This design comes from an exercise in tuning for small area, a short achievable clock period and few clock cycles per item on the open sky130 flow, not from production work. Function was checked by simulation only, so behaviour that the tests miss may differ from the original. Power figures rest on the tool's default switching activity, not on a simulated workload.

// chacha20_keystream_sequencer
module chacha20_keystream_sequencer #(
    parameter int WORDS_PER_BLOCK = 16
) (
    input  logic         clock,
    input  logic         clear,
    input  logic [255:0] key,
    input  logic [95:0]  nonce,
    input  logic [31:0]  initial_counter,
    input  logic         load,
    input  logic         enable,
    output logic         core_start,
    output logic [511:0] core_round_input,
    input  logic         core_finished,
    input  logic [511:0] core_round_output,
    output logic         ks_valid,
    input  logic         ks_ready,
    output logic [31:0]  ks_data,
    output logic [31:0]  block_counter,
    output logic         busy,
    output logic         error
);
    localparam logic [127:0] SIGMA = 128'h6b206574_79622d32_3320646e_61707865;
    logic [255:0] r_key;
    logic [95:0]  r_nonce;
    logic [31:0]  r_ectr;       
    logic [31:0]  r_ctr;        
    logic         r_loaded;
    logic         r_error;
    logic         r_busy;
  ...
==> flow/config.mk <==
export PLATFORM = sky130hd
export DESIGN_NAME = chacha20_keystream_sequencer
export DESIGN_NICKNAME = chacha20_keystream_sequencer
export VERILOG_FILES = /design/flow/design.v
export SDC_FILE = /design/flow/constraint.sdc
export NUM_CORES = 4
export LEC_CHECK = 0
export CAP_MARGIN = 20
export CORE_AREA = 70 70 450 450
export DIE_AREA = 0 0 520 520
export SETUP_SLACK_MARGIN = 3.1
export SLEW_MARGIN = 20
export TNS_END_PERCENT = 10
==> flow/constraint.sdc <==
create_clock -name core_clock -period 6.0 [get_ports {clock}]
set_input_delay 1.2000 -clock core_clock [delete_from_list [all_inputs] [get_ports {clock}]]
set_output_delay 1.2000 -clock core_clock [all_outputs]
set_load 0.01 [all_outputs]
standard.sh (not shown) runs the stock make flow with config.mk's settings and CLKGATE_MAP_FILE= SYNTH_SCRIPT=/design/flow/synth_recipe.tcl, a recipe that flattens the netlist after the stock synthesis.
==> flow/flow/run.sh <==
#!/bin/bash
# Standard ORFS layout, except that the port buffers are the smallest plain buffer
# (sky130_fd_sc_hd__buf_1) instead of the flow's default pick; timing repair resizes them
# where needed. Each tool's output goes to its own log in this folder.
set -euo pipefail
bash standard.sh BUFFER_PORTS_ARGS="-buffer_cell sky130_fd_sc_hd__buf_1" finish > make_layout.log 2>&1
cp orfs/logs/sky130hd/chacha20_keystream_sequencer/base/*.log . 2>/dev/null || true
Testbench counts at the start, summed over its fixed seeds: cycles 5,037, items 3,216.
Change:
==> flow/run.sh (new file) <==
#!/bin/bash
# synth_recipe.tcl (not shown) runs the flow's synth.tcl, then flattens the netlist and writes it again
# the make line also repeats each setting of config.mk as NAME=value (left out here)
make -C /OpenROAD-flow-scripts/flow DESIGN_CONFIG=/design/flow/config.mk WORK_HOME=/design/flow/orfs CLKGATE_MAP_FILE= SYNTH_SCRIPT=/design/flow/synth_recipe.tcl finish
ABC_CLOCK_PERIOD_IN_PS = 2500   (was default)
SETUP_SLACK_MARGIN = 3.5   (was 3.1)
TNS_END_PERCENT = default   (was 10)
removed: flow/flow/run.sh
removed: flow/standard.sh
After rerunning: Total power came out higher by 22%. Final cell count came out higher by 7.9%. Setup slack gets better by 0.15 ns. Fmax came out higher by 5.0%. Count of clock-buffer cells in the layout came out higher by 4. Combinational power came out higher by 54%. Die area stays the same. Sequential power stays flat.
Change:
ABC_CLOCK_PERIOD_IN_PS = 2000   (was 2500)
SETUP_SLACK_MARGIN = 3.9   (was 3.5)
Effect: The changed run ran to the end with no violations. Die area stays the same. Design area increases by 1.3%. Worst setup slack loses 0.020 ns.


== v23 ==
chacha20_keystream_sequencer, a different RTL version from the one above (not shown whole).
Size: ~2,600 cells after synthesis.
Settings: LEC_CHECK=0, CAP_MARGIN=20, CORE_AREA=115 115 405 405, CTS_CLUSTER_DIAMETER=60, CTS_CLUSTER_SIZE=18, DIE_AREA=0 0 520 520, SETUP_SLACK_MARGIN=3.25, SLEW_MARGIN=20; clock period 6.0 ns.
==> flow/flow/run.sh <==
#!/bin/bash
# Standard ORFS layout, except that the port buffers are the smallest plain buffer
# (sky130_fd_sc_hd__buf_1) instead of the flow's default pick; timing repair resizes them
# where needed. Each tool's output goes to its own log in this folder.
set -euo pipefail
bash standard.sh BUFFER_PORTS_ARGS="-buffer_cell sky130_fd_sc_hd__buf_1" finish > make_layout.log 2>&1
cp orfs/logs/sky130hd/chacha20_keystream_sequencer/base/*.log . 2>/dev/null || true
v23 finished all stages; the layout is clean.
Testbench counts of v23, summed over its fixed seeds: cycles 5,037, items 3,216.
Edits applied to the flow inputs when going from v23 to v17:
- swapping 115 115 405 405 for 100 100 420 420 in CORE_AREA
--- outcome ---
- v17 vs v23 — post-detailed-route wirelength per cell dropped by a little under 10%
- v17 supports a higher top clock frequency than v23.
- The worst setup path endpoint comes out r_g[14] in one run and r_t[0] in the other, namely in v23 and v17 respectively.
- v17 ended up with r_sel[9] as its start point of the critical path; v23 ended up with r_sel[11].
- Worst path setup slack after routing ended up 9.7 ps higher on v17 than on v23.
- v17 vs. v23: post-route cell area now larger; number of max-slew violations in the final report held; length of routed met2 wiring saw a decrease.
- Against v23 as the reference, v17 delivers a lower via count.
- Sequential group share of total power was lower in the run labelled v17.
- Compared with v23, v17 is the more power-hungry design.
- v17 ends up with lower overall track demand over capacity in global routing than v23 does.


chacha20_keystream_sequencer, a different RTL version from the one above (not shown whole).
Size in the first run: roughly 980 flip-flops, about 39000 µm² of cells after synthesis.
Settings: LEC_CHECK=0, CAP_MARGIN=20, CORE_AREA=70 70 450 450, CTS_CLUSTER_DIAMETER=60, CTS_CLUSTER_SIZE=18, DIE_AREA=0 0 520 520, SETUP_SLACK_MARGIN=3.25, SLEW_MARGIN=20; clock period 6.0 ns.
Scripts as last shown in full above: flow/flow/run.sh
The baseline produced a clean layout.
Testbench counts at the start, summed over its fixed seeds: cycles 5,037, items 3,216.
Change:
--- a/flow/config.mk
+++ b/flow/config.mk
@@ -8,6 +8,4 @@
 export CAP_MARGIN = 20
 export CORE_AREA = 70 70 450 450
-export CTS_CLUSTER_DIAMETER = 60
-export CTS_CLUSTER_SIZE = 18
 export DIE_AREA = 0 0 520 520
 export SETUP_SLACK_MARGIN = 3.25
=>
- The new run finished with timing, DRC and antenna clean
- utilization grows by 0.24 points
- global-route usage is about the same
- final cell count grows by 0.67%
- setup slack degrades by 0.0057 ns
- die area is unchanged
Change:
--- a/flow/config.mk
+++ b/flow/config.mk
@@ -7,5 +7,7 @@
 export LEC_CHECK = 0
 export CAP_MARGIN = 20
-export CORE_AREA = 70 70 450 450
+export CORE_AREA = 100 100 420 420
+export CTS_CLUSTER_DIAMETER = 60
+export CTS_CLUSTER_SIZE = 18
 export DIE_AREA = 0 0 520 520
 export SETUP_SLACK_MARGIN = 3.25
Outcome: Routed wire length goes up by about 9%. Clock-buffer cell count goes down by 27. Critical path depth goes down by 1.
Change:
--- a/flow/config.mk
+++ b/flow/config.mk
@@ -8,6 +8,4 @@
 export CAP_MARGIN = 20
 export CORE_AREA = 100 100 420 420
-export CTS_CLUSTER_DIAMETER = 60
-export CTS_CLUSTER_SIZE = 18
 export DIE_AREA = 0 0 520 520
 export SETUP_SLACK_MARGIN = 3.25
Effect: Global-route usage hardly moves. Maximum frequency is about the same. Clock power grows by 6.9%. Die area stays the same. Cell count fell by 0.30%.

-- port drivers added, routing unchanged --
Ports are ideal in the flow. The routed layouts listed here were re-timed in OpenROAD.
Step 1 assumes that a clkbuf_16 drives the clock port and a buf_2 every other input.
Step 2 adds t to the input delays and takes it off the output delays; t is the mean of the earliest and latest rising clock arrival at the registers after step 1. Input paths then give back, and output paths get back, about the clock's delay inside the block.
Slacks: ideal / step 1 / step 2; pairs: ideal / step 1.
run	shift t [ns]	setup WS [ns]	worst setup path after step 2	latest minus earliest clock arrival (ns)
the first run of note 1	0.792	2.863 / 2.863 / 2.189	input to register	0.037 / 0.037
the second run of note 1	0.830	3.012 / 3.012 / 2.232	input to register	0.075 / 0.075
the third run of note 1	0.831	2.992 / 2.992 / 2.188	input to register	0.071 / 0.071
v23	0.760	3.177 / 3.126 / 2.459	input to register	0.047 / 0.047
v17	0.759	3.187 / 3.187 / 2.504	input to register	0.047 / 0.048
the first run of note 3	0.802	3.196 / 3.109 / 2.437	input to register	0.099 / 0.099
the second run of note 3	0.836	3.190 / 3.158 / 2.506	input to register	0.089 / 0.089
the third run of note 3	0.772	3.151 / 3.151 / 2.436	input to register	0.038 / 0.039
the fourth run of note 3	0.779	3.159 / 3.155 / 2.490	input to register	0.034 / 0.034
After both steps setup and hold are still met in every run listed. The setup slack of the third run of note 1, which loses most, moves by 0.000 ns with the drivers and by -0.804 ns with both steps.
